Background: an optimization exercise with open tools, aiming at small area, a short achievable clock period and few clock cycles per item. Do not read the settings as production practice.
For this run, only the layout was checked, not whether the RTL still works.
No activity file was given, so power comes from the tool's default toggle rates.

--- design/flow/design.v ---
package mi_pipeline_pkg;
  localparam int SIZE       = 27;
  localparam int ADDR_WIDTH = 4;
  localparam int LINK_WIDTH = 4;
  localparam int K_WIDTH    = 18;
  localparam int FRAC       = 16;
  localparam int CS_LO      = 8;
endpackage
module link_table #(
  parameter int LINK_WIDTH = 4,
  parameter int ADDR_WIDTH = 4,
  parameter int K_WIDTH    = 18
) (
  input  logic                          clk,
  input  logic                          rst_n,
  input  logic                          we,
  input  logic [LINK_WIDTH-1:0]         waddr,
  input  logic [ADDR_WIDTH-1:0]         wmass_a,
  input  logic [ADDR_WIDTH-1:0]         wmass_b,
  input  logic signed [K_WIDTH-1:0]     wk,
  input  logic [(1 << LINK_WIDTH)-1:0]  rsel,
  output logic                          rvalid,
  output logic signed [K_WIDTH-1:0]     rk,
  output logic [2*ADDR_WIDTH-1:0]       rmass
);
  localparam int DEPTH = 1 << LINK_WIDTH;
  localparam int MW    = 2 * ADDR_WIDTH;
  logic [DEPTH-1:0]              vld;
  logic [DEPTH-1:0][MW-1:0]      m_ent;
  logic [DEPTH-1:0][K_WIDTH-1:0] k_ent;
  always_ff @(posedge clk or negedge rst_n) begin
    if (!rst_n)
      vld <= '0;
    else if (we)
      vld[waddr] <= 1'b1;
  end
  for (genvar e = 0; e < DEPTH; e++) begin : g_ent
    always_ff @(posedge clk) begin
      if (we && waddr == e) begin
        m_ent[e] <= {wmass_a, wmass_b};
        k_ent[e] <= wk;
      end
    end
  end
  always_comb begin
    rvalid = 1'b0;
    rk     = '0;
    rmass  = '0;
    for (int e = 0; e < DEPTH; e++) begin
      rvalid = rvalid | (rsel[e] & vld[e]);
      rk     = rk | ({K_WIDTH{rsel[e] & vld[e]}} & k_ent[e]);
      rmass  = rmass | ({MW{rsel[e]}} & m_ent[e]);
    end
  end
endmodule
module link_force_sequencer #(
  parameter int SIZE       = mi_pipeline_pkg::SIZE,
  parameter int ADDR_WIDTH = mi_pipeline_pkg::ADDR_WIDTH,
  parameter int LINK_WIDTH = mi_pipeline_pkg::LINK_WIDTH,
  parameter int K_WIDTH    = mi_pipeline_pkg::K_WIDTH,
  parameter int FRAC       = mi_pipeline_pkg::FRAC
) (
  input  logic                      clk,
  input  logic                      rst_n,
  input  logic                      start,
  input  logic [LINK_WIDTH:0]       n_links,
  input  logic                      cfg_we,
  input  logic [LINK_WIDTH-1:0]     cfg_addr,
  input  logic [ADDR_WIDTH-1:0]     cfg_mass_a,
  input  logic [ADDR_WIDTH-1:0]     cfg_mass_b,
  input  logic signed [K_WIDTH-1:0] cfg_k,
  output logic [ADDR_WIDTH-1:0]     r_addr_q1,
  output logic [ADDR_WIDTH-1:0]     r_addr_q2,
  input  logic signed [SIZE-1:0]    q1,
  input  logic signed [SIZE-1:0]    q2,
  output logic                      out_valid,
  input  logic                      out_ready,
  output logic [ADDR_WIDTH-1:0]     out_mass_a,
  output logic [ADDR_WIDTH-1:0]     out_mass_b,
  output logic signed [SIZE-1:0]    out_force,
  output logic                      busy,
  output logic                      done
);
  localparam int PW = SIZE + 1 + K_WIDTH;   
  localparam int HW = PW - FRAC;            
  localparam int ND = K_WIDTH / 2;          
  localparam int LO = mi_pipeline_pkg::CS_LO;
  logic                  active;    
  logic                  zdone;     
  logic                  iss;       
  logic [LINK_WIDTH-1:0] idx;       
  logic [LINK_WIDTH-1:0] idx_d;
  logic [(1 << LINK_WIDTH)-1:0] isel;   
  logic [LINK_WIDTH-1:0] ntx;       
  logic [LINK_WIDTH-1:0] last;      
  logic                  olast;     
  logic                  stall;
  logic                  xfer;
  logic                  issue;
  logic                  fin;
  logic                  start_go;
  logic                  we;
  logic                         t_valid;
  logic        [K_WIDTH-1:0]    t_k;
  logic [2*ADDR_WIDTH-1:0]      t_m;      
  logic [K_WIDTH:0] kx;
  logic [ND-1:0]    b_one;
  logic [ND-1:0]    b_two;
  logic [ND-1:0]    b_neg;
  logic                         s1_valid;
  logic        [SIZE:0]         s1_diff;
  logic [ND-1:0]                s1_one;
  logic [ND-1:0]                s1_two;
  logic [ND-1:0]                s1_neg;
  logic [2*ADDR_WIDTH-1:0]      s1_m;
  logic [PW-1:LO] cs_s;
  logic [PW-1:LO] cs_c;
  logic           cs_cl;
  logic                         s2_valid;
  logic [PW-1:LO]               s2_s;
  logic [PW-1:LO]               s2_c;
  logic                         s2_cl;
  logic [2*ADDR_WIDTH-1:0]      s2_m;
  logic [PW-1:LO]         prod;
  logic [HW-1:0]          hi;
  logic [SIZE-1:0]        force_d;
  assign stall    = out_valid & ~out_ready;
  assign xfer     = out_valid & out_ready;
  assign fin      = out_ready & olast;
  assign done     = fin | zdone;
  assign busy     = active & ~fin;
  assign start_go = start & ~active & (n_links != '0);
  assign issue    = start_go | iss;
  assign we       = cfg_we & ~active;
  always_comb begin
    if (fin)
      idx_d = '0;
    else if (stall)
      idx_d = ntx + 1'b1;
    else if (issue)
      idx_d = idx + 1'b1;
    else
      idx_d = idx;
  end
  link_table #(
    .LINK_WIDTH (LINK_WIDTH),
    .ADDR_WIDTH (ADDR_WIDTH),
    .K_WIDTH    (K_WIDTH)
  ) u_table (
    .clk     (clk),
    .rst_n   (rst_n),
    .we      (we),
    .waddr   (cfg_addr),
    .wmass_a (cfg_mass_a),
    .wmass_b (cfg_mass_b),
    .wk      (cfg_k),
    .rsel    (isel),
    .rvalid  (t_valid),
    .rk      (t_k),
    .rmass   (t_m)
  );
  assign {r_addr_q1, r_addr_q2} = t_m;
  always_ff @(posedge clk or negedge rst_n) begin
    if (!rst_n) begin
      active   <= 1'b0;
      zdone    <= 1'b0;
      iss      <= 1'b0;
      idx      <= '0;
      isel     <= '0;
      ntx      <= '0;
      last     <= '0;
      olast    <= 1'b0;
      s1_valid <= 1'b0;
      s2_valid <= 1'b0;
    end else begin
      zdone <= start & ~active & (n_links == '0);
      idx   <= idx_d;
      for (int e = 0; e < (1 << LINK_WIDTH); e++)
        isel[e] <= (idx_d == e);
      if (start_go) begin
        active <= 1'b1;
        last   <= LINK_WIDTH'(n_links - 1'b1);
      end else if (fin) begin
        active <= 1'b0;
      end
      if (!stall)
        olast <= s2_valid & ~fin & ((out_valid ? ntx + 1'b1 : ntx) == last);
      if (fin) begin
        ntx <= '0;
        iss <= 1'b0;
      end else if (stall) begin
        iss      <= (ntx != last);
        s1_valid <= 1'b0;
        s2_valid <= 1'b0;
      end else begin
        if (xfer)
          ntx <= ntx + 1'b1;
        s1_valid <= issue;
        s2_valid <= s1_valid;
        if (issue)
          iss <= start_go ? (n_links > 5'd1) : (idx != last);
      end
    end
  end
  assign kx = {t_k, 1'b0};
  always_comb begin
    for (int j = 0; j < ND; j++) begin
      b_one[j] = kx[2*j+1] ^ kx[2*j];
      b_two[j] = (kx[2*j+2] & ~kx[2*j+1] & ~kx[2*j]) | (~kx[2*j+2] & kx[2*j+1] & kx[2*j]);
      b_neg[j] = kx[2*j+2];
    end
  end
  always_ff @(posedge clk) begin
    s1_diff <= {q2[SIZE-1], q2} - {q1[SIZE-1], q1};
    s1_one  <= b_one;
    s1_two  <= b_two;
    s1_neg  <= b_neg;
    s1_m    <= t_valid ? t_m : '0;
  end
  lfs_booth_csa u_mul (
    .diff  (s1_diff),
    .b_one (s1_one),
    .b_two (s1_two),
    .b_neg (s1_neg),
    .s_hi  (cs_s),
    .c_hi  (cs_c),
    .c_lo  (cs_cl)
  );
  always_ff @(posedge clk) begin
    s2_s  <= cs_s;
    s2_c  <= cs_c;
    s2_cl <= cs_cl;
    s2_m  <= s1_m;
  end
  assign prod = s2_s + s2_c + (PW-LO)'(s2_cl);
  assign hi   = prod[PW-1:FRAC];
  always_comb begin
    if (hi[HW-1:SIZE-1] != '0 && hi[HW-1:SIZE-1] != '1)
      force_d = hi[HW-1] ? {1'b1, {(SIZE-1){1'b0}}} : {1'b0, {(SIZE-1){1'b1}}};
    else
      force_d = hi[SIZE-1:0];
  end
  always_ff @(posedge clk or negedge rst_n) begin
    if (!rst_n)
      out_valid <= 1'b0;
    else if (!stall)
      out_valid <= s2_valid & ~fin;
  end
  always_ff @(posedge clk) begin
    if (!stall) begin
      {out_mass_a, out_mass_b} <= s2_m;
      out_force                <= force_d;
    end
  end
endmodule
module lfs_booth_csa (
  input  logic [27:0] diff,
  input  logic [8:0] b_one,
  input  logic [8:0] b_two,
  input  logic [8:0] b_neg,
  output logic [37:0] s_hi,
  output logic [37:0] c_hi,
  output logic        c_lo
);
  logic [28:0] dx;
  logic [8:0] one, two, neg;
  logic [45:0] rs, rc;
  logic [8:0] lo;
  logic [28:0] pp0;
  logic [28:0] pp1;
  logic [28:0] pp2;
  logic [28:0] pp3;
  logic [28:0] pp4;
  logic [28:0] pp5;
  logic [28:0] pp6;
  logic [28:0] pp7;
  logic [28:0] pp8;
  assign dx = {diff[27], diff};
  assign one = b_one;
  assign two = b_two;
  assign neg = b_neg;
  assign pp0 = ({29{one[0]}} & dx | {29{two[0]}} & {dx[27:0], 1'b0}) ^ {29{neg[0]}};
  assign pp1 = ({29{one[1]}} & dx | {29{two[1]}} & {dx[27:0], 1'b0}) ^ {29{neg[1]}};
  assign pp2 = ({29{one[2]}} & dx | {29{two[2]}} & {dx[27:0], 1'b0}) ^ {29{neg[2]}};
  assign pp3 = ({29{one[3]}} & dx | {29{two[3]}} & {dx[27:0], 1'b0}) ^ {29{neg[3]}};
  assign pp4 = ({29{one[4]}} & dx | {29{two[4]}} & {dx[27:0], 1'b0}) ^ {29{neg[4]}};
  assign pp5 = ({29{one[5]}} & dx | {29{two[5]}} & {dx[27:0], 1'b0}) ^ {29{neg[5]}};
  assign pp6 = ({29{one[6]}} & dx | {29{two[6]}} & {dx[27:0], 1'b0}) ^ {29{neg[6]}};
  assign pp7 = ({29{one[7]}} & dx | {29{two[7]}} & {dx[27:0], 1'b0}) ^ {29{neg[7]}};
  assign pp8 = ({29{one[8]}} & dx | {29{two[8]}} & {dx[27:0], 1'b0}) ^ {29{neg[8]}};
  logic s1, c2;
  logic s3, c4;
  logic s5, c6;
  logic s7, c8;
  logic s9, c10;
  logic s11, c12;
  logic s13, c14;
  logic s15, c16;
  logic s17, c18;
  logic s19, c20;
  logic s21, c22;
  logic s23, c24;
  logic s25, c26;
  logic s27, c28;
  logic s29, c30;
  logic s31, c32;
  logic s33, c34;
  logic s35, c36;
  logic s37, c38;
  logic s39, c40;
  logic s41, c42;
  logic s43, c44;
  logic s45, c46;
  logic s47, c48;
  logic s49, c50;
  logic s51, c52;
  logic s53, c54;
  logic s55, c56;
  logic s57, c58;
  logic s59, c60;
  logic s61, c62;
  logic s63, c64;
  logic s65, c66;
  logic s67, c68;
  logic s69, c70;
  logic s71, c72;
  logic s73, c74;
  logic s75, c76;
  logic s77, c78;
  logic s79, c80;
  logic s81, c82;
  logic s83, c84;
  logic s85, c86;
  logic s87, c88;
  logic s89, c90;
  logic s91, c92;
  logic s93, c94;
  logic s95, c96;
  logic s97, c98;
  logic s99, c100;
  logic s101, c102;
  logic s103, c104;
  logic s105, c106;
  logic s107, c108;
  logic s109, c110;
  logic s111, c112;
  logic s113, c114;
  logic s115, c116;
  logic s117, c118;
  logic s119, c120;
  logic s121, c122;
  logic s123, c124;
  logic s125, c126;
  logic s127, c128;
  logic s129, c130;
  logic s131, c132;
  logic s133, c134;
  logic s135, c136;
  logic s137, c138;
  logic s139, c140;
  logic s141, c142;
  logic s143, c144;
  logic s145, c146;
  logic s147, c148;
  logic s149, c150;
  logic s151, c152;
  logic s153, c154;
  logic s155, c156;
  logic s157, c158;
  logic s159, c160;
  logic s161, c162;
  logic s163, c164;
  logic s165, c166;
  logic s167, c168;
  logic s169, c170;
  logic s171, c172;
  logic s173, c174;
  logic s175, c176;
  logic s177, c178;
  logic s179, c180;
  logic s181, c182;
  logic s183, c184;
  logic s185, c186;
  logic s187, c188;
  logic s189, c190;
  logic s191, c192;
  logic s193, c194;
  logic s195, c196;
  logic s197, c198;
  logic s199, c200;
  logic s201, c202;
  logic s203, c204;
  logic s205, c206;
  logic s207, c208;
  logic s209, c210;
  logic s211, c212;
  logic s213, c214;
  logic s215, c216;
  logic s217, c218;
  logic s219, c220;
  logic s221, c222;
  logic s223, c224;
  logic s225, c226;
  logic s227, c228;
  logic s229, c230;
  logic s231, c232;
  logic s233, c234;
  logic s235, c236;
  logic s237, c238;
  logic s239, c240;
  logic s241, c242;
  logic s243, c244;
  logic s245, c246;
  logic s247, c248;
  logic s249, c250;
  logic s251, c252;
  logic s253, c254;
  logic s255, c256;
  logic s257, c258;
  logic s259, c260;
  logic s261, c262;
  logic s263, c264;
  logic s265, c266;
  logic s267, c268;
  logic s269, c270;
  logic s271, c272;
  logic s273, c274;
  logic s275, c276;
  logic s277, c278;
  logic s279, c280;
  logic s281, c282;
  logic s283, c284;
  logic s285, c286;
  logic s287, c288;
  logic s289, c290;
  logic s291, c292;
  logic s293, c294;
  logic s295, c296;
  logic s297, c298;
  logic s299, c300;
  logic s301, c302;
  logic s303, c304;
  logic s305, c306;
  logic s307, c308;
  logic s309, c310;
  logic s311, c312;
  logic s313, c314;
  logic s315, c316;
  logic s317, c318;
  logic s319, c320;
  logic s321, c322;
  logic s323, c324;
  logic s325, c326;
  logic s327, c328;
  logic s329, c330;
  logic s331, c332;
  logic s333, c334;
  logic s335, c336;
  logic s337, c338;
  logic s339, c340;
  logic s341, c342;
  logic s343, c344;
  logic s345, c346;
  logic s347, c348;
  logic s349, c350;
  logic s351, c352;
  logic s353, c354;
  logic s355, c356;
  logic s357, c358;
  logic s359, c360;
  logic s361, c362;
  logic s363, c364;
  logic s365, c366;
  logic s367, c368;
  logic s369, c370;
  logic s371, c372;
  logic s373, c374;
  logic s375, c376;
  logic s377, c378;
  logic s379, c380;
  logic s381, c382;
  logic s383, c384;
  logic s385, c386;
  logic s387, c388;
  logic s389, c390;
  logic s391, c392;
  logic s393, c394;
  logic s395, c396;
  logic s397, c398;
  logic s399, c400;
  logic s401, c402;
  logic s403, c404;
  logic s405, c406;
  logic s407, c408;
  logic s409, c410;
  logic s411, c412;
  logic s413, c414;
  logic s415, c416;
  logic s417, c418;
  logic s419, c420;
  logic s421, c422;
  logic s423, c424;
  logic s425, c426;
  logic s427, c428;
  logic s429, c430;
  logic s431, c432;
  logic s433, c434;
  logic s435, c436;
  logic s437, c438;
  logic s439, c440;
  logic s441, c442;
  logic s443, c444;
  logic s445, c446;
  logic s447, c448;
  assign s1 = neg[1] ^ pp0[2] ^ pp1[0];
  assign c2 = (neg[1] & pp0[2]) | (neg[1] & pp1[0]) | (pp0[2] & pp1[0]);
  assign s3 = pp0[3] ^ pp1[1];
  assign c4 = pp0[3] & pp1[1];
  assign s5 = neg[2] ^ pp0[4] ^ pp1[2];
  assign c6 = (neg[2] & pp0[4]) | (neg[2] & pp1[2]) | (pp0[4] & pp1[2]);
  assign s7 = pp2[0] ^ c4;
  assign c8 = pp2[0] & c4;
  assign s9 = pp0[5] ^ pp1[3] ^ pp2[1];
  assign c10 = (pp0[5] & pp1[3]) | (pp0[5] & pp2[1]) | (pp1[3] & pp2[1]);
  assign s11 = c6 ^ c8;
  assign c12 = c6 & c8;
  assign s13 = neg[3] ^ pp0[6] ^ pp1[4];
  assign c14 = (neg[3] & pp0[6]) | (neg[3] & pp1[4]) | (pp0[6] & pp1[4]);
  assign s15 = pp2[2] ^ pp3[0] ^ c10;
  assign c16 = (pp2[2] & pp3[0]) | (pp2[2] & c10) | (pp3[0] & c10);
  assign s17 = s13 ^ c12;
  assign c18 = s13 & c12;
  assign s19 = pp0[7] ^ pp1[5] ^ pp2[3];
  assign c20 = (pp0[7] & pp1[5]) | (pp0[7] & pp2[3]) | (pp1[5] & pp2[3]);
  assign s21 = pp3[1] ^ c14 ^ s19;
  assign c22 = (pp3[1] & c14) | (pp3[1] & s19) | (c14 & s19);
  assign s23 = c16 ^ c18;
  assign c24 = c16 & c18;
  assign s25 = neg[4] ^ pp0[8] ^ pp1[6];
  assign c26 = (neg[4] & pp0[8]) | (neg[4] & pp1[6]) | (pp0[8] & pp1[6]);
  assign s27 = pp2[4] ^ pp3[2] ^ pp4[0];
  assign c28 = (pp2[4] & pp3[2]) | (pp2[4] & pp4[0]) | (pp3[2] & pp4[0]);
  assign s29 = c20 ^ s25 ^ s27;
  assign c30 = (c20 & s25) | (c20 & s27) | (s25 & s27);
  assign s31 = c22 ^ c24 ^ s29;
  assign c32 = (c22 & c24) | (c22 & s29) | (c24 & s29);
  assign s33 = pp0[9] ^ pp1[7] ^ pp2[5];
  assign c34 = (pp0[9] & pp1[7]) | (pp0[9] & pp2[5]) | (pp1[7] & pp2[5]);
  assign s35 = pp3[3] ^ pp4[1] ^ c26;
  assign c36 = (pp3[3] & pp4[1]) | (pp3[3] & c26) | (pp4[1] & c26);
  assign s37 = c28 ^ s33 ^ c30;
  assign c38 = (c28 & s33) | (c28 & c30) | (s33 & c30);
  assign s39 = s35 ^ c32 ^ s37;
  assign c40 = (s35 & c32) | (s35 & s37) | (c32 & s37);
  assign s41 = neg[5] ^ pp0[10] ^ pp1[8];
  assign c42 = (neg[5] & pp0[10]) | (neg[5] & pp1[8]) | (pp0[10] & pp1[8]);
  assign s43 = pp2[6] ^ pp3[4] ^ pp4[2];
  assign c44 = (pp2[6] & pp3[4]) | (pp2[6] & pp4[2]) | (pp3[4] & pp4[2]);
  assign s45 = pp5[0] ^ c34 ^ s41;
  assign c46 = (pp5[0] & c34) | (pp5[0] & s41) | (c34 & s41);
  assign s47 = s43 ^ c36 ^ s45;
  assign c48 = (s43 & c36) | (s43 & s45) | (c36 & s45);
  assign s49 = c38 ^ s47;
  assign c50 = c38 & s47;
  assign s51 = pp0[11] ^ pp1[9] ^ pp2[7];
  assign c52 = (pp0[11] & pp1[9]) | (pp0[11] & pp2[7]) | (pp1[9] & pp2[7]);
  assign s53 = pp3[5] ^ pp4[3] ^ pp5[1];
  assign c54 = (pp3[5] & pp4[3]) | (pp3[5] & pp5[1]) | (pp4[3] & pp5[1]);
  assign s55 = c42 ^ c44 ^ s51;
  assign c56 = (c42 & c44) | (c42 & s51) | (c44 & s51);
  assign s57 = s53 ^ c46 ^ s55;
  assign c58 = (s53 & c46) | (s53 & s55) | (c46 & s55);
  assign s59 = c48 ^ s57;
  assign c60 = c48 & s57;
  assign s61 = neg[6] ^ pp0[12] ^ pp1[10];
  assign c62 = (neg[6] & pp0[12]) | (neg[6] & pp1[10]) | (pp0[12] & pp1[10]);
  assign s63 = pp2[8] ^ pp3[6] ^ pp4[4];
  assign c64 = (pp2[8] & pp3[6]) | (pp2[8] & pp4[4]) | (pp3[6] & pp4[4]);
  assign s65 = pp5[2] ^ pp6[0] ^ c52;
  assign c66 = (pp5[2] & pp6[0]) | (pp5[2] & c52) | (pp6[0] & c52);
  assign s67 = c54 ^ s61 ^ s63;
  assign c68 = (c54 & s61) | (c54 & s63) | (s61 & s63);
  assign s69 = c56 ^ s65 ^ s67;
  assign c70 = (c56 & s65) | (c56 & s67) | (s65 & s67);
  assign s71 = c58 ^ s69;
  assign c72 = c58 & s69;
  assign s73 = pp0[13] ^ pp1[11] ^ pp2[9];
  assign c74 = (pp0[13] & pp1[11]) | (pp0[13] & pp2[9]) | (pp1[11] & pp2[9]);
  assign s75 = pp3[7] ^ pp4[5] ^ pp5[3];
  assign c76 = (pp3[7] & pp4[5]) | (pp3[7] & pp5[3]) | (pp4[5] & pp5[3]);
  assign s77 = pp6[1] ^ c62 ^ c64;
  assign c78 = (pp6[1] & c62) | (pp6[1] & c64) | (c62 & c64);
  assign s79 = s73 ^ s75 ^ c66;
  assign c80 = (s73 & s75) | (s73 & c66) | (s75 & c66);
  assign s81 = c68 ^ s77 ^ s79;
  assign c82 = (c68 & s77) | (c68 & s79) | (s77 & s79);
  assign s83 = c70 ^ c72;
  assign c84 = c70 & c72;
  assign s85 = neg[7] ^ pp0[14] ^ pp1[12];
  assign c86 = (neg[7] & pp0[14]) | (neg[7] & pp1[12]) | (pp0[14] & pp1[12]);
  assign s87 = pp2[10] ^ pp3[8] ^ pp4[6];
  assign c88 = (pp2[10] & pp3[8]) | (pp2[10] & pp4[6]) | (pp3[8] & pp4[6]);
  assign s89 = pp5[4] ^ pp6[2] ^ pp7[0];
  assign c90 = (pp5[4] & pp6[2]) | (pp5[4] & pp7[0]) | (pp6[2] & pp7[0]);
  assign s91 = c74 ^ c76 ^ s85;
  assign c92 = (c74 & c76) | (c74 & s85) | (c76 & s85);
  assign s93 = s87 ^ s89 ^ c78;
  assign c94 = (s87 & s89) | (s87 & c78) | (s89 & c78);
  assign s95 = s91 ^ c80 ^ s93;
  assign c96 = (s91 & c80) | (s91 & s93) | (c80 & s93);
  assign s97 = c82 ^ s95;
  assign c98 = c82 & s95;
  assign s99 = pp0[15] ^ pp1[13] ^ pp2[11];
  assign c100 = (pp0[15] & pp1[13]) | (pp0[15] & pp2[11]) | (pp1[13] & pp2[11]);
  assign s101 = pp3[9] ^ pp4[7] ^ pp5[5];
  assign c102 = (pp3[9] & pp4[7]) | (pp3[9] & pp5[5]) | (pp4[7] & pp5[5]);
  assign s103 = pp6[3] ^ pp7[1] ^ c86;
  assign c104 = (pp6[3] & pp7[1]) | (pp6[3] & c86) | (pp7[1] & c86);
  assign s105 = c88 ^ c90 ^ s99;
  assign c106 = (c88 & c90) | (c88 & s99) | (c90 & s99);
  assign s107 = s101 ^ c92 ^ s103;
  assign c108 = (s101 & c92) | (s101 & s103) | (c92 & s103);
  assign s109 = s105 ^ c94 ^ s107;
  assign c110 = (s105 & c94) | (s105 & s107) | (c94 & s107);
  assign s111 = c96 ^ s109;
  assign c112 = c96 & s109;
  assign s113 = neg[8] ^ pp0[16] ^ pp1[14];
  assign c114 = (neg[8] & pp0[16]) | (neg[8] & pp1[14]) | (pp0[16] & pp1[14]);
  assign s115 = pp2[12] ^ pp3[10] ^ pp4[8];
  assign c116 = (pp2[12] & pp3[10]) | (pp2[12] & pp4[8]) | (pp3[10] & pp4[8]);
  assign s117 = pp5[6] ^ pp6[4] ^ pp7[2];
  assign c118 = (pp5[6] & pp6[4]) | (pp5[6] & pp7[2]) | (pp6[4] & pp7[2]);
  assign s119 = pp8[0] ^ c100 ^ c102;
  assign c120 = (pp8[0] & c100) | (pp8[0] & c102) | (c100 & c102);
  assign s121 = s113 ^ s115 ^ s117;
  assign c122 = (s113 & s115) | (s113 & s117) | (s115 & s117);
  assign s123 = c104 ^ c106 ^ s119;
  assign c124 = (c104 & c106) | (c104 & s119) | (c106 & s119);
  assign s125 = s121 ^ c108 ^ s123;
  assign c126 = (s121 & c108) | (s121 & s123) | (c108 & s123);
  assign s127 = c110 ^ s125;
  assign c128 = c110 & s125;
  assign s129 = pp0[17] ^ pp1[15] ^ pp2[13];
  assign c130 = (pp0[17] & pp1[15]) | (pp0[17] & pp2[13]) | (pp1[15] & pp2[13]);
  assign s131 = pp3[11] ^ pp4[9] ^ pp5[7];
  assign c132 = (pp3[11] & pp4[9]) | (pp3[11] & pp5[7]) | (pp4[9] & pp5[7]);
  assign s133 = pp6[5] ^ pp7[3] ^ pp8[1];
  assign c134 = (pp6[5] & pp7[3]) | (pp6[5] & pp8[1]) | (pp7[3] & pp8[1]);
  assign s135 = c114 ^ c116 ^ c118;
  assign c136 = (c114 & c116) | (c114 & c118) | (c116 & c118);
  assign s137 = s129 ^ s131 ^ s133;
  assign c138 = (s129 & s131) | (s129 & s133) | (s131 & s133);
  assign s139 = c120 ^ c122 ^ s135;
  assign c140 = (c120 & c122) | (c120 & s135) | (c122 & s135);
  assign s141 = s137 ^ c124 ^ s139;
  assign c142 = (s137 & c124) | (s137 & s139) | (c124 & s139);
  assign s143 = c126 ^ s141;
  assign c144 = c126 & s141;
  assign s145 = pp0[18] ^ pp1[16] ^ pp2[14];
  assign c146 = (pp0[18] & pp1[16]) | (pp0[18] & pp2[14]) | (pp1[16] & pp2[14]);
  assign s147 = pp3[12] ^ pp4[10] ^ pp5[8];
  assign c148 = (pp3[12] & pp4[10]) | (pp3[12] & pp5[8]) | (pp4[10] & pp5[8]);
  assign s149 = pp6[6] ^ pp7[4] ^ pp8[2];
  assign c150 = (pp6[6] & pp7[4]) | (pp6[6] & pp8[2]) | (pp7[4] & pp8[2]);
  assign s151 = c130 ^ c132 ^ c134;
  assign c152 = (c130 & c132) | (c130 & c134) | (c132 & c134);
  assign s153 = s145 ^ s147 ^ s149;
  assign c154 = (s145 & s147) | (s145 & s149) | (s147 & s149);
  assign s155 = c136 ^ c138 ^ s151;
  assign c156 = (c136 & c138) | (c136 & s151) | (c138 & s151);
  assign s157 = s153 ^ c140 ^ s155;
  assign c158 = (s153 & c140) | (s153 & s155) | (c140 & s155);
  assign s159 = c142 ^ s157;
  assign c160 = c142 & s157;
  assign s161 = pp0[19] ^ pp1[17] ^ pp2[15];
  assign c162 = (pp0[19] & pp1[17]) | (pp0[19] & pp2[15]) | (pp1[17] & pp2[15]);
  assign s163 = pp3[13] ^ pp4[11] ^ pp5[9];
  assign c164 = (pp3[13] & pp4[11]) | (pp3[13] & pp5[9]) | (pp4[11] & pp5[9]);
  assign s165 = pp6[7] ^ pp7[5] ^ pp8[3];
  assign c166 = (pp6[7] & pp7[5]) | (pp6[7] & pp8[3]) | (pp7[5] & pp8[3]);
  assign s167 = c146 ^ c148 ^ c150;
  assign c168 = (c146 & c148) | (c146 & c150) | (c148 & c150);
  assign s169 = s161 ^ s163 ^ s165;
  assign c170 = (s161 & s163) | (s161 & s165) | (s163 & s165);
  assign s171 = c152 ^ c154 ^ s167;
  assign c172 = (c152 & c154) | (c152 & s167) | (c154 & s167);
  assign s173 = s169 ^ c156 ^ s171;
  assign c174 = (s169 & c156) | (s169 & s171) | (c156 & s171);
  assign s175 = c158 ^ s173;
  assign c176 = c158 & s173;
  assign s177 = pp0[20] ^ pp1[18] ^ pp2[16];
  assign c178 = (pp0[20] & pp1[18]) | (pp0[20] & pp2[16]) | (pp1[18] & pp2[16]);
  assign s179 = pp3[14] ^ pp4[12] ^ pp5[10];
  assign c180 = (pp3[14] & pp4[12]) | (pp3[14] & pp5[10]) | (pp4[12] & pp5[10]);
  assign s181 = pp6[8] ^ pp7[6] ^ pp8[4];
  assign c182 = (pp6[8] & pp7[6]) | (pp6[8] & pp8[4]) | (pp7[6] & pp8[4]);
  assign s183 = c162 ^ c164 ^ c166;
  assign c184 = (c162 & c164) | (c162 & c166) | (c164 & c166);
  assign s185 = s177 ^ s179 ^ s181;
  assign c186 = (s177 & s179) | (s177 & s181) | (s179 & s181);
  assign s187 = c168 ^ c170 ^ s183;
  assign c188 = (c168 & c170) | (c168 & s183) | (c170 & s183);
  assign s189 = s185 ^ c172 ^ s187;
  assign c190 = (s185 & c172) | (s185 & s187) | (c172 & s187);
  assign s191 = c174 ^ s189;
  assign c192 = c174 & s189;
  assign s193 = pp0[21] ^ pp1[19] ^ pp2[17];
  assign c194 = (pp0[21] & pp1[19]) | (pp0[21] & pp2[17]) | (pp1[19] & pp2[17]);
  assign s195 = pp3[15] ^ pp4[13] ^ pp5[11];
  assign c196 = (pp3[15] & pp4[13]) | (pp3[15] & pp5[11]) | (pp4[13] & pp5[11]);
  assign s197 = pp6[9] ^ pp7[7] ^ pp8[5];
  assign c198 = (pp6[9] & pp7[7]) | (pp6[9] & pp8[5]) | (pp7[7] & pp8[5]);
  assign s199 = c178 ^ c180 ^ c182;
  assign c200 = (c178 & c180) | (c178 & c182) | (c180 & c182);
  assign s201 = s193 ^ s195 ^ s197;
  assign c202 = (s193 & s195) | (s193 & s197) | (s195 & s197);
  assign s203 = c184 ^ c186 ^ s199;
  assign c204 = (c184 & c186) | (c184 & s199) | (c186 & s199);
  assign s205 = s201 ^ c188 ^ s203;
  assign c206 = (s201 & c188) | (s201 & s203) | (c188 & s203);
  assign s207 = c190 ^ s205;
  assign c208 = c190 & s205;
  assign s209 = pp0[22] ^ pp1[20] ^ pp2[18];
  assign c210 = (pp0[22] & pp1[20]) | (pp0[22] & pp2[18]) | (pp1[20] & pp2[18]);
  assign s211 = pp3[16] ^ pp4[14] ^ pp5[12];
  assign c212 = (pp3[16] & pp4[14]) | (pp3[16] & pp5[12]) | (pp4[14] & pp5[12]);
  assign s213 = pp6[10] ^ pp7[8] ^ pp8[6];
  assign c214 = (pp6[10] & pp7[8]) | (pp6[10] & pp8[6]) | (pp7[8] & pp8[6]);
  assign s215 = c194 ^ c196 ^ c198;
  assign c216 = (c194 & c196) | (c194 & c198) | (c196 & c198);
  assign s217 = s209 ^ s211 ^ s213;
  assign c218 = (s209 & s211) | (s209 & s213) | (s211 & s213);
  assign s219 = c200 ^ c202 ^ s215;
  assign c220 = (c200 & c202) | (c200 & s215) | (c202 & s215);
  assign s221 = s217 ^ c204 ^ s219;
  assign c222 = (s217 & c204) | (s217 & s219) | (c204 & s219);
  assign s223 = c206 ^ s221;
  assign c224 = c206 & s221;
  assign s225 = pp0[23] ^ pp1[21] ^ pp2[19];
  assign c226 = (pp0[23] & pp1[21]) | (pp0[23] & pp2[19]) | (pp1[21] & pp2[19]);
  assign s227 = pp3[17] ^ pp4[15] ^ pp5[13];
  assign c228 = (pp3[17] & pp4[15]) | (pp3[17] & pp5[13]) | (pp4[15] & pp5[13]);
  assign s229 = pp6[11] ^ pp7[9] ^ pp8[7];
  assign c230 = (pp6[11] & pp7[9]) | (pp6[11] & pp8[7]) | (pp7[9] & pp8[7]);
  assign s231 = c210 ^ c212 ^ c214;
  assign c232 = (c210 & c212) | (c210 & c214) | (c212 & c214);
  assign s233 = s225 ^ s227 ^ s229;
  assign c234 = (s225 & s227) | (s225 & s229) | (s227 & s229);
  assign s235 = c216 ^ c218 ^ s231;
  assign c236 = (c216 & c218) | (c216 & s231) | (c218 & s231);
  assign s237 = s233 ^ c220 ^ s235;
  assign c238 = (s233 & c220) | (s233 & s235) | (c220 & s235);
  assign s239 = c222 ^ s237;
  assign c240 = c222 & s237;
  assign s241 = pp0[24] ^ pp1[22] ^ pp2[20];
  assign c242 = (pp0[24] & pp1[22]) | (pp0[24] & pp2[20]) | (pp1[22] & pp2[20]);
  assign s243 = pp3[18] ^ pp4[16] ^ pp5[14];
  assign c244 = (pp3[18] & pp4[16]) | (pp3[18] & pp5[14]) | (pp4[16] & pp5[14]);
  assign s245 = pp6[12] ^ pp7[10] ^ pp8[8];
  assign c246 = (pp6[12] & pp7[10]) | (pp6[12] & pp8[8]) | (pp7[10] & pp8[8]);
  assign s247 = c226 ^ c228 ^ c230;
  assign c248 = (c226 & c228) | (c226 & c230) | (c228 & c230);
  assign s249 = s241 ^ s243 ^ s245;
  assign c250 = (s241 & s243) | (s241 & s245) | (s243 & s245);
  assign s251 = c232 ^ c234 ^ s247;
  assign c252 = (c232 & c234) | (c232 & s247) | (c234 & s247);
  assign s253 = s249 ^ c236 ^ s251;
  assign c254 = (s249 & c236) | (s249 & s251) | (c236 & s251);
  assign s255 = c238 ^ s253;
  assign c256 = c238 & s253;
  assign s257 = pp0[25] ^ pp1[23] ^ pp2[21];
  assign c258 = (pp0[25] & pp1[23]) | (pp0[25] & pp2[21]) | (pp1[23] & pp2[21]);
  assign s259 = pp3[19] ^ pp4[17] ^ pp5[15];
  assign c260 = (pp3[19] & pp4[17]) | (pp3[19] & pp5[15]) | (pp4[17] & pp5[15]);
  assign s261 = pp6[13] ^ pp7[11] ^ pp8[9];
  assign c262 = (pp6[13] & pp7[11]) | (pp6[13] & pp8[9]) | (pp7[11] & pp8[9]);
  assign s263 = c242 ^ c244 ^ c246;
  assign c264 = (c242 & c244) | (c242 & c246) | (c244 & c246);
  assign s265 = s257 ^ s259 ^ s261;
  assign c266 = (s257 & s259) | (s257 & s261) | (s259 & s261);
  assign s267 = c248 ^ c250 ^ s263;
  assign c268 = (c248 & c250) | (c248 & s263) | (c250 & s263);
  assign s269 = s265 ^ c252 ^ s267;
  assign c270 = (s265 & c252) | (s265 & s267) | (c252 & s267);
  assign s271 = c254 ^ s269;
  assign c272 = c254 & s269;
  assign s273 = pp0[26] ^ pp1[24] ^ pp2[22];
  assign c274 = (pp0[26] & pp1[24]) | (pp0[26] & pp2[22]) | (pp1[24] & pp2[22]);
  assign s275 = pp3[20] ^ pp4[18] ^ pp5[16];
  assign c276 = (pp3[20] & pp4[18]) | (pp3[20] & pp5[16]) | (pp4[18] & pp5[16]);
  assign s277 = pp6[14] ^ pp7[12] ^ pp8[10];
  assign c278 = (pp6[14] & pp7[12]) | (pp6[14] & pp8[10]) | (pp7[12] & pp8[10]);
  assign s279 = c258 ^ c260 ^ c262;
  assign c280 = (c258 & c260) | (c258 & c262) | (c260 & c262);
  assign s281 = s273 ^ s275 ^ s277;
  assign c282 = (s273 & s275) | (s273 & s277) | (s275 & s277);
  assign s283 = c264 ^ c266 ^ s279;
  assign c284 = (c264 & c266) | (c264 & s279) | (c266 & s279);
  assign s285 = s281 ^ c268 ^ s283;
  assign c286 = (s281 & c268) | (s281 & s283) | (c268 & s283);
  assign s287 = c270 ^ s285;
  assign c288 = c270 & s285;
  assign s289 = pp0[27] ^ pp1[25] ^ pp2[23];
  assign c290 = (pp0[27] & pp1[25]) | (pp0[27] & pp2[23]) | (pp1[25] & pp2[23]);
  assign s291 = pp3[21] ^ pp4[19] ^ pp5[17];
  assign c292 = (pp3[21] & pp4[19]) | (pp3[21] & pp5[17]) | (pp4[19] & pp5[17]);
  assign s293 = pp6[15] ^ pp7[13] ^ pp8[11];
  assign c294 = (pp6[15] & pp7[13]) | (pp6[15] & pp8[11]) | (pp7[13] & pp8[11]);
  assign s295 = c274 ^ c276 ^ c278;
  assign c296 = (c274 & c276) | (c274 & c278) | (c276 & c278);
  assign s297 = s289 ^ s291 ^ s293;
  assign c298 = (s289 & s291) | (s289 & s293) | (s291 & s293);
  assign s299 = c280 ^ c282 ^ s295;
  assign c300 = (c280 & c282) | (c280 & s295) | (c282 & s295);
  assign s301 = s297 ^ c284 ^ s299;
  assign c302 = (s297 & c284) | (s297 & s299) | (c284 & s299);
  assign s303 = c286 ^ s301;
  assign c304 = c286 & s301;
  assign s305 = 1'b1 ^ ~pp0[28] ^ pp1[26];
  assign c306 = (1'b1 & ~pp0[28]) | (1'b1 & pp1[26]) | (~pp0[28] & pp1[26]);
  assign s307 = pp2[24] ^ pp3[22] ^ pp4[20];
  assign c308 = (pp2[24] & pp3[22]) | (pp2[24] & pp4[20]) | (pp3[22] & pp4[20]);
  assign s309 = pp5[18] ^ pp6[16] ^ pp7[14];
  assign c310 = (pp5[18] & pp6[16]) | (pp5[18] & pp7[14]) | (pp6[16] & pp7[14]);
  assign s311 = pp8[12] ^ c290 ^ c292;
  assign c312 = (pp8[12] & c290) | (pp8[12] & c292) | (c290 & c292);
  assign s313 = c294 ^ s305 ^ s307;
  assign c314 = (c294 & s305) | (c294 & s307) | (s305 & s307);
  assign s315 = s309 ^ c296 ^ c298;
  assign c316 = (s309 & c296) | (s309 & c298) | (c296 & c298);
  assign s317 = s311 ^ s313 ^ c300;
  assign c318 = (s311 & s313) | (s311 & c300) | (s313 & c300);
  assign s319 = s315 ^ c302 ^ s317;
  assign c320 = (s315 & c302) | (s315 & s317) | (c302 & s317);
  assign s321 = 1'b1 ^ pp1[27] ^ pp2[25];
  assign c322 = (1'b1 & pp1[27]) | (1'b1 & pp2[25]) | (pp1[27] & pp2[25]);
  assign s323 = pp3[23] ^ pp4[21] ^ pp5[19];
  assign c324 = (pp3[23] & pp4[21]) | (pp3[23] & pp5[19]) | (pp4[21] & pp5[19]);
  assign s325 = pp6[17] ^ pp7[15] ^ pp8[13];
  assign c326 = (pp6[17] & pp7[15]) | (pp6[17] & pp8[13]) | (pp7[15] & pp8[13]);
  assign s327 = c306 ^ c308 ^ c310;
  assign c328 = (c306 & c308) | (c306 & c310) | (c308 & c310);
  assign s329 = s321 ^ s323 ^ s325;
  assign c330 = (s321 & s323) | (s321 & s325) | (s323 & s325);
  assign s331 = c312 ^ c314 ^ s327;
  assign c332 = (c312 & c314) | (c312 & s327) | (c314 & s327);
  assign s333 = s329 ^ c316 ^ s331;
  assign c334 = (s329 & c316) | (s329 & s331) | (c316 & s331);
  assign s335 = c318 ^ s333;
  assign c336 = c318 & s333;
  assign s337 = ~pp1[28] ^ pp2[26] ^ pp3[24];
  assign c338 = (~pp1[28] & pp2[26]) | (~pp1[28] & pp3[24]) | (pp2[26] & pp3[24]);
  assign s339 = pp4[22] ^ pp5[20] ^ pp6[18];
  assign c340 = (pp4[22] & pp5[20]) | (pp4[22] & pp6[18]) | (pp5[20] & pp6[18]);
  assign s341 = pp7[16] ^ pp8[14] ^ c322;
  assign c342 = (pp7[16] & pp8[14]) | (pp7[16] & c322) | (pp8[14] & c322);
  assign s343 = c324 ^ c326 ^ s337;
  assign c344 = (c324 & c326) | (c324 & s337) | (c326 & s337);
  assign s345 = s339 ^ c328 ^ c330;
  assign c346 = (s339 & c328) | (s339 & c330) | (c328 & c330);
  assign s347 = s341 ^ s343 ^ c332;
  assign c348 = (s341 & s343) | (s341 & c332) | (s343 & c332);
  assign s349 = s345 ^ c334 ^ s347;
  assign c350 = (s345 & c334) | (s345 & s347) | (c334 & s347);
  assign s351 = 1'b1 ^ pp2[27] ^ pp3[25];
  assign c352 = (1'b1 & pp2[27]) | (1'b1 & pp3[25]) | (pp2[27] & pp3[25]);
  assign s353 = pp4[23] ^ pp5[21] ^ pp6[19];
  assign c354 = (pp4[23] & pp5[21]) | (pp4[23] & pp6[19]) | (pp5[21] & pp6[19]);
  assign s355 = pp7[17] ^ pp8[15] ^ c338;
  assign c356 = (pp7[17] & pp8[15]) | (pp7[17] & c338) | (pp8[15] & c338);
  assign s357 = c340 ^ s351 ^ s353;
  assign c358 = (c340 & s351) | (c340 & s353) | (s351 & s353);
  assign s359 = c342 ^ c344 ^ s355;
  assign c360 = (c342 & c344) | (c342 & s355) | (c344 & s355);
  assign s361 = s357 ^ c346 ^ s359;
  assign c362 = (s357 & c346) | (s357 & s359) | (c346 & s359);
  assign s363 = c348 ^ s361;
  assign c364 = c348 & s361;
  assign s365 = ~pp2[28] ^ pp3[26] ^ pp4[24];
  assign c366 = (~pp2[28] & pp3[26]) | (~pp2[28] & pp4[24]) | (pp3[26] & pp4[24]);
  assign s367 = pp5[22] ^ pp6[20] ^ pp7[18];
  assign c368 = (pp5[22] & pp6[20]) | (pp5[22] & pp7[18]) | (pp6[20] & pp7[18]);
  assign s369 = pp8[16] ^ c352 ^ c354;
  assign c370 = (pp8[16] & c352) | (pp8[16] & c354) | (c352 & c354);
  assign s371 = s365 ^ s367 ^ c356;
  assign c372 = (s365 & s367) | (s365 & c356) | (s367 & c356);
  assign s373 = c358 ^ s369 ^ c360;
  assign c374 = (c358 & s369) | (c358 & c360) | (s369 & c360);
  assign s375 = s371 ^ c362 ^ s373;
  assign c376 = (s371 & c362) | (s371 & s373) | (c362 & s373);
  assign s377 = 1'b1 ^ pp3[27] ^ pp4[25];
  assign c378 = (1'b1 & pp3[27]) | (1'b1 & pp4[25]) | (pp3[27] & pp4[25]);
  assign s379 = pp5[23] ^ pp6[21] ^ pp7[19];
  assign c380 = (pp5[23] & pp6[21]) | (pp5[23] & pp7[19]) | (pp6[21] & pp7[19]);
  assign s381 = pp8[17] ^ c366 ^ c368;
  assign c382 = (pp8[17] & c366) | (pp8[17] & c368) | (c366 & c368);
  assign s383 = s377 ^ s379 ^ c370;
  assign c384 = (s377 & s379) | (s377 & c370) | (s379 & c370);
  assign s385 = s381 ^ c372 ^ s383;
  assign c386 = (s381 & c372) | (s381 & s383) | (c372 & s383);
  assign s387 = c374 ^ s385;
  assign c388 = c374 & s385;
  assign s389 = ~pp3[28] ^ pp4[26] ^ pp5[24];
  assign c390 = (~pp3[28] & pp4[26]) | (~pp3[28] & pp5[24]) | (pp4[26] & pp5[24]);
  assign s391 = pp6[22] ^ pp7[20] ^ pp8[18];
  assign c392 = (pp6[22] & pp7[20]) | (pp6[22] & pp8[18]) | (pp7[20] & pp8[18]);
  assign s393 = c378 ^ c380 ^ s389;
  assign c394 = (c378 & c380) | (c378 & s389) | (c380 & s389);
  assign s395 = s391 ^ c382 ^ s393;
  assign c396 = (s391 & c382) | (s391 & s393) | (c382 & s393);
  assign s397 = c384 ^ s395 ^ c386;
  assign c398 = (c384 & s395) | (c384 & c386) | (s395 & c386);
  assign s399 = 1'b1 ^ pp4[27] ^ pp5[25];
  assign c400 = (1'b1 & pp4[27]) | (1'b1 & pp5[25]) | (pp4[27] & pp5[25]);
  assign s401 = pp6[23] ^ pp7[21] ^ pp8[19];
  assign c402 = (pp6[23] & pp7[21]) | (pp6[23] & pp8[19]) | (pp7[21] & pp8[19]);
  assign s403 = c390 ^ c392 ^ s399;
  assign c404 = (c390 & c392) | (c390 & s399) | (c392 & s399);
  assign s405 = s401 ^ c394 ^ s403;
  assign c406 = (s401 & c394) | (s401 & s403) | (c394 & s403);
  assign s407 = c396 ^ s405;
  assign c408 = c396 & s405;
  assign s409 = ~pp4[28] ^ pp5[26] ^ pp6[24];
  assign c410 = (~pp4[28] & pp5[26]) | (~pp4[28] & pp6[24]) | (pp5[26] & pp6[24]);
  assign s411 = pp7[22] ^ pp8[20] ^ c400;
  assign c412 = (pp7[22] & pp8[20]) | (pp7[22] & c400) | (pp8[20] & c400);
  assign s413 = c402 ^ s409 ^ c404;
  assign c414 = (c402 & s409) | (c402 & c404) | (s409 & c404);
  assign s415 = s411 ^ c406 ^ s413;
  assign c416 = (s411 & c406) | (s411 & s413) | (c406 & s413);
  assign s417 = 1'b1 ^ pp5[27] ^ pp6[25];
  assign c418 = (1'b1 & pp5[27]) | (1'b1 & pp6[25]) | (pp5[27] & pp6[25]);
  assign s419 = pp7[23] ^ pp8[21] ^ c410;
  assign c420 = (pp7[23] & pp8[21]) | (pp7[23] & c410) | (pp8[21] & c410);
  assign s421 = s417 ^ c412 ^ s419;
  assign c422 = (s417 & c412) | (s417 & s419) | (c412 & s419);
  assign s423 = c414 ^ s421;
  assign c424 = c414 & s421;
  assign s425 = ~pp5[28] ^ pp6[26] ^ pp7[24];
  assign c426 = (~pp5[28] & pp6[26]) | (~pp5[28] & pp7[24]) | (pp6[26] & pp7[24]);
  assign s427 = pp8[22] ^ c418 ^ s425;
  assign c428 = (pp8[22] & c418) | (pp8[22] & s425) | (c418 & s425);
  assign s429 = c420 ^ s427 ^ c422;
  assign c430 = (c420 & s427) | (c420 & c422) | (s427 & c422);
  assign s431 = 1'b1 ^ pp6[27] ^ pp7[25];
  assign c432 = (1'b1 & pp6[27]) | (1'b1 & pp7[25]) | (pp6[27] & pp7[25]);
  assign s433 = pp8[23] ^ c426 ^ s431;
  assign c434 = (pp8[23] & c426) | (pp8[23] & s431) | (c426 & s431);
  assign s435 = c428 ^ s433;
  assign c436 = c428 & s433;
  assign s437 = ~pp6[28] ^ pp7[26] ^ pp8[24];
  assign c438 = (~pp6[28] & pp7[26]) | (~pp6[28] & pp8[24]) | (pp7[26] & pp8[24]);
  assign s439 = c432 ^ s437 ^ c434;
  assign c440 = (c432 & s437) | (c432 & c434) | (s437 & c434);
  assign s441 = 1'b1 ^ pp7[27] ^ pp8[25];
  assign c442 = (1'b1 & pp7[27]) | (1'b1 & pp8[25]) | (pp7[27] & pp8[25]);
  assign s443 = c438 ^ s441;
  assign c444 = c438 & s441;
  assign s445 = ~pp7[28] ^ pp8[26] ^ c442;
  assign c446 = (~pp7[28] & pp8[26]) | (~pp7[28] & c442) | (pp8[26] & c442);
  assign s447 = 1'b1 ^ pp8[27];
  assign c448 = 1'b1 & pp8[27];
  assign rs[0] = pp0[0];
  assign rc[0] = neg[0];
  assign rs[1] = pp0[1];
  assign rc[1] = 1'b0;
  assign rs[2] = s1;
  assign rc[2] = 1'b0;
  assign rs[3] = c2;
  assign rc[3] = s3;
  assign rs[4] = s5;
  assign rc[4] = s7;
  assign rs[5] = s9;
  assign rc[5] = s11;
  assign rs[6] = s15;
  assign rc[6] = s17;
  assign rs[7] = s21;
  assign rc[7] = s23;
  assign rs[8] = s31;
  assign rc[8] = 1'b0;
  assign rs[9] = s39;
  assign rc[9] = 1'b0;
  assign rs[10] = c40;
  assign rc[10] = s49;
  assign rs[11] = c50;
  assign rc[11] = s59;
  assign rs[12] = c60;
  assign rc[12] = s71;
  assign rs[13] = s81;
  assign rc[13] = s83;
  assign rs[14] = c84;
  assign rc[14] = s97;
  assign rs[15] = c98;
  assign rc[15] = s111;
  assign rs[16] = c112;
  assign rc[16] = s127;
  assign rs[17] = c128;
  assign rc[17] = s143;
  assign rs[18] = c144;
  assign rc[18] = s159;
  assign rs[19] = c160;
  assign rc[19] = s175;
  assign rs[20] = c176;
  assign rc[20] = s191;
  assign rs[21] = c192;
  assign rc[21] = s207;
  assign rs[22] = c208;
  assign rc[22] = s223;
  assign rs[23] = c224;
  assign rc[23] = s239;
  assign rs[24] = c240;
  assign rc[24] = s255;
  assign rs[25] = c256;
  assign rc[25] = s271;
  assign rs[26] = c272;
  assign rc[26] = s287;
  assign rs[27] = c288;
  assign rc[27] = s303;
  assign rs[28] = c304;
  assign rc[28] = s319;
  assign rs[29] = c320;
  assign rc[29] = s335;
  assign rs[30] = c336;
  assign rc[30] = s349;
  assign rs[31] = c350;
  assign rc[31] = s363;
  assign rs[32] = c364;
  assign rc[32] = s375;
  assign rs[33] = c376;
  assign rc[33] = s387;
  assign rs[34] = c388;
  assign rc[34] = s397;
  assign rs[35] = c398;
  assign rc[35] = s407;
  assign rs[36] = c408;
  assign rc[36] = s415;
  assign rs[37] = c416;
  assign rc[37] = s423;
  assign rs[38] = c424;
  assign rc[38] = s429;
  assign rs[39] = c430;
  assign rc[39] = s435;
  assign rs[40] = c436;
  assign rc[40] = s439;
  assign rs[41] = c440;
  assign rc[41] = s443;
  assign rs[42] = c444;
  assign rc[42] = s445;
  assign rs[43] = c446;
  assign rc[43] = s447;
  assign rs[44] = ~pp8[28];
  assign rc[44] = c448;
  assign rs[45] = 1'b1;
  assign rc[45] = 1'b0;
  assign lo = {1'b0, rs[7:0]} + {1'b0, rc[7:0]};
  assign c_lo = lo[8];
  assign s_hi = rs[45:8];
  assign c_hi = rc[45:8];
endmodule
--- design/flow/flow/run.sh ---
#!/bin/bash
# The standard layout (standard.sh), with the port buffers that
# buffer_ports inserts made sky130_fd_sc_hd__buf_2 cells.
set -euo pipefail
bash standard.sh "BUFFER_PORTS_ARGS=-buffer_cell sky130_fd_sc_hd__buf_2" finish > standard_make.log 2>&1
--- design/flow/standard.sh ---
#!/bin/bash
# synth_recipe.tcl (not shown) runs the flow's synth.tcl, then flattens the netlist and writes it again
# the make line also repeats each setting of config.mk as NAME=value (left out here)
make -C /OpenROAD-flow-scripts/flow DESIGN_CONFIG=/design/flow/config.mk WORK_HOME=/design/flow/orfs CLKGATE_MAP_FILE= SYNTH_SCRIPT=/design/flow/synth_recipe.tcl "${@:-finish}"
--- design/flow/config.mk ---
export PLATFORM = sky130hd
export DESIGN_NAME = link_force_sequencer
export DESIGN_NICKNAME = link_force_sequencer
export VERILOG_FILES = /design/flow/design.v
export SDC_FILE = /design/flow/constraint.sdc
export NUM_CORES = 4
export LEC_CHECK = 0
export CAP_MARGIN = 20
export CORE_MARGIN = 2
export CORE_UTILIZATION = 72
export CTS_BUF_LIST = sky130_fd_sc_hd__clkbuf_16
export CTS_CLUSTER_DIAMETER = 80
export CTS_CLUSTER_SIZE = 30
export SETUP_SLACK_MARGIN = 4.3
export SLEW_MARGIN = 20
--- design/flow/constraint.sdc ---
create_clock -name core_clock -period 8.0 [get_ports {clk}]
set_input_delay 1.6000 -clock core_clock [delete_from_list [all_inputs] [get_ports {clk}]]
set_output_delay 1.6000 -clock core_clock [all_outputs]
set_load 0.01 [all_outputs]
==> impl_results.md <==
* Finished Core Util at 78.5%
* TritonCTS clock tree: built
* Vias after detailed routing at 23600
* Number of pins with negative max-slew slack in the final report at 0
* Peak VDD IR at 0.000365 V
* Result of the run: finished clean
* Met2 wire len at 45.0 mm
* Async set or reset register ratio after synthesis at 7.89%
* Clock latency at the later pin of the worst-skew pair at 660 ps
* Antenna violations before repair at 3
* Total power divided by cell area at 479 nW/um^2
* Number of hold violations in the final report at 0
* Standby leakage power at 0.0143 uW
* Final net count at 3261
* Top FF cell, synth: edfxtp_1
* GP Congestion at 0.901
* Number of max-cap violations at 0
* Mean area per synthesized cell at 12.2 sq um
* Actual transition at the worst max-transition pin at 1010 ps
* Post-Synthesis Cells at 2822
* Synth Register Bits at 646
* Cell area after synthesis at 34300 sq um
* Max Root-Sink Buffers at 3
* Number of global-route vias before repair at 23900
* Number of enable flip-flop cells after synthesis at 451
* Area of the placeable core at 47400 sq um
* Type of destination of the critical path: output pin
* Portion of synthesized cell area occupied by the leading cell type at 39.4%
* Number of instances on the worst hold path at 0
* Data required time of the critical path at 6400 ps
* RSZ-0062 raised after global routing: yes
* Worst hold slack at 338 ps
* Grt ovf at 0
* Routed met3 length at 8.77 mm
* Count of filler cells inserted in the layout at 2914
* Library cell with the highest instance count after synthesis: edfxtp_1
* Drt total wl at 89.9 mm
* Relative max-transition margin at 32.0%
* Top layer in use: met5
* Wire length on met1 at 31.5 mm
* Post-DP HPWL at 53.8 mm
* FP Rows at 80
* Signal arrival time at the worst endpoint at 2110 ps
* Port Buffers at 139
* Number of H-tree levels at 1
* Cell count after placement at 3430
* CP startpoint kind: flip-flop
* Worst Reg-to-Reg Cells at 11
* Non-filler instance count after layout at 3509
* Final worst setup slack at 4290 ps
* Worst clock skew on the final layout at 34.1 ps
* Shortest clock period the worst path allows after layout at 3710 ps
* Initial cell density of the core at 72.4%
* Number of search-and-repair iterations in the first detailed-routing pass at 6
* Post-synth cell types at 65
* DRC violation count after routing at 0
* Number of clock buffers inserted by TritonCTS at 31
* Area contributors post-synth: edfxtp_1, fa_1, a22oi_1
* Starting DRC count in detailed routing at 2727
* Post-detailed-route via-to-cell ratio at 6.74
* Count of final setup violators at 0
* Layout cells sized above 1 at 12.6%
* Post-Synthesis Net Count at 3216
* GRT Overall Usage at 36.2%
* Clock root buffer: clkbuf_16
* Maximum net fanout on the critical path at 6
* Final period util at 46.3%
* Floorplan die area at 49500 sq um
* Sequential area share after synthesis at 51.5%
* Area Growth Syn to Fin at 8.37%
* Height of the die at 222 microns
* Area used by multi-input combinational logic at 15100 sq um
* Top-Level Pins at 140
* CTS clock-pin slew for the worst setup and hold paths at 100 ps
* Antenna viol nets, final at 0
* Final sum of negative setup slack at 0 ps
* Maximum number of pins on one net before global-route repair at 52
* Crit path kind: flip-flop to output pin
* Worst slack at placement at 3650 ps
* First-pass GRT wire length at 136 mm
* Biggest area consumer among synthesized cells: edfxtp_1
* Average wire per standard cell at 25.6 microns
* Most common library cells after synthesis: edfxtp_1, a22oi_1, inv_1, fa_1, xnor2_1
* Die outline width at 222 microns
* Area used by sequential logic in the layout at 17800 sq um
* Syn. warnings at 2
* Min-delay worst type: flip-flop to flip-flop
* Fmax at 0.270 GHz
* Count of clock tree sinks at 646
## report_power, final
part	internal [uW]	switching, uW
clock	773	1130
sequential	4420	582
combinational	4480	6440
total	9670	8150
## cells by family after synthesis
logic type / Yosys count / share of synthesized area (%)
multiplexers: 3 / 0.0874
AO/OA/AOI/OAI: 708 / 14.7
XOR/XNOR: 329 / 8.39
AND/OR/NAND/NOR: 364 / 5.05
buffers and inverters: 472 / 5.23
flip-flops: 646 / 51.5
adder cells (fa/ha/maj): 300 / 15.0
## per-stage QoR
step / cell area, sq um / total power, uW
2_1_floorplan: 34400 / 12300
3_3_place_gp: 35600 / 15000
3_5_place_dp: 35600 / 15600
4_1_cts: 36800 / 17600
5_1_grt: 37200 / 19500
6_report: 37200 / 17800
## layout make-up
| class | instances | share of cell area (%) |
|---|---|---|
| antenna | 2 | 0.0134 |
| clock buffer | 31 | 2.08 |
| clock inverter | 27 | 0.807 |
| inverter | 266 | 2.69 |
| multi-input combinational | 1706 | 40.6 |
| sequential | 646 | 47.9 |
| tap | 615 | 2.07 |
| timing repair buffer | 215 | 3.86 |
| timing repair inverter | 1 | 0.0202 |
## registers in the layout, indices dropped and copies added (netlist names), 8 cells and up
signal         cells
s1_one             9
s2_s              37
s1_two             9
u_table.k_ent    288
isel              16
out_force         27
u_table.m_ent    128
u_table.vld       16
s1_diff           28
s1_neg             9
s2_m               8
s1_m               8
s2_c              35
## per-layer routing
layer,GRT usage [%],vias up
li1,-,10100
met2,61.3,1489
met1,45.6,11700
met4,18.6,2
met3,5.78,307
met5,0,-
## layout by cell type, fill, tap and decap left out, types with 42 or more instances in the layout
cell type	count
a21oi_1	63
xnor2_1	174
buf_4	52
a22oi_1	416
dfxtp_1	111
nand2_1	110
buf_2	137
a21o_1	42
edfxtp_1	451
nor2_1	81
o21ai_0	61
inv_1	278
fa_1	184
xor2_1	154
ha_1	112
## critical path, stage by stage (launching register included)
cell and delay, ps:
dfrtp_2 480, buf_4 180, a22oi_1 160, nand2_1 130, nor4_4 320, inv_1 70
buf_2 140
## what timing repair did
item	in CTS	in global routing
hold endpoints to repair	0	0
resized for setup	69	64
setup buffers	4	12
gates cloned	2	1
hold buffers	0	0
setup endpoints to repair	78	69
pin swaps	0	3
## final timing paths
kind / startpoint / to / slack (ps)
setup / recovery: isel[7] / r_addr_q1[1] / 4290
hold / removal: s1_m[7] / s2_m[7] / 340
setup reg to reg: s1_one[3] / s2_c[23] / 4350
hold reg to reg: s1_m[7] / s2_m[7] / 340
max in group asynchronous: rst_n / isel[2] / 6560
min in group asynchronous: rst_n / olast / 970

re-timing with driven ports:
No port has a modelled driver above. Below, the same layout with a new extraction and two added sets of constraints.
Step 1 (the two cells are an assumption about what drives the block):
set clk [get_ports {clk}]
set_driving_cell -lib_cell sky130_fd_sc_hd__clkbuf_16 $clk
set_driving_cell -lib_cell sky130_fd_sc_hd__buf_2 [delete_from_list [all_inputs] $clk]
Step 2 also shifts input and output timing later by t, the mid clock arrival at the registers, as if the neighbouring blocks saw the same clock.
Three values: no drivers, after step 1, after step 2; two values: the first two.
t (ns): 0.700
slack for setup (ns): 4.292 / 4.230 / 3.836
latest minus earliest clock arrival (ns): 0.034 / 0.034
pins driven straight from the clock port: 1
After both steps setup and hold are still met in this run. The setup slack of this run moves by -0.062 ns with the drivers and by -0.456 ns with both steps.
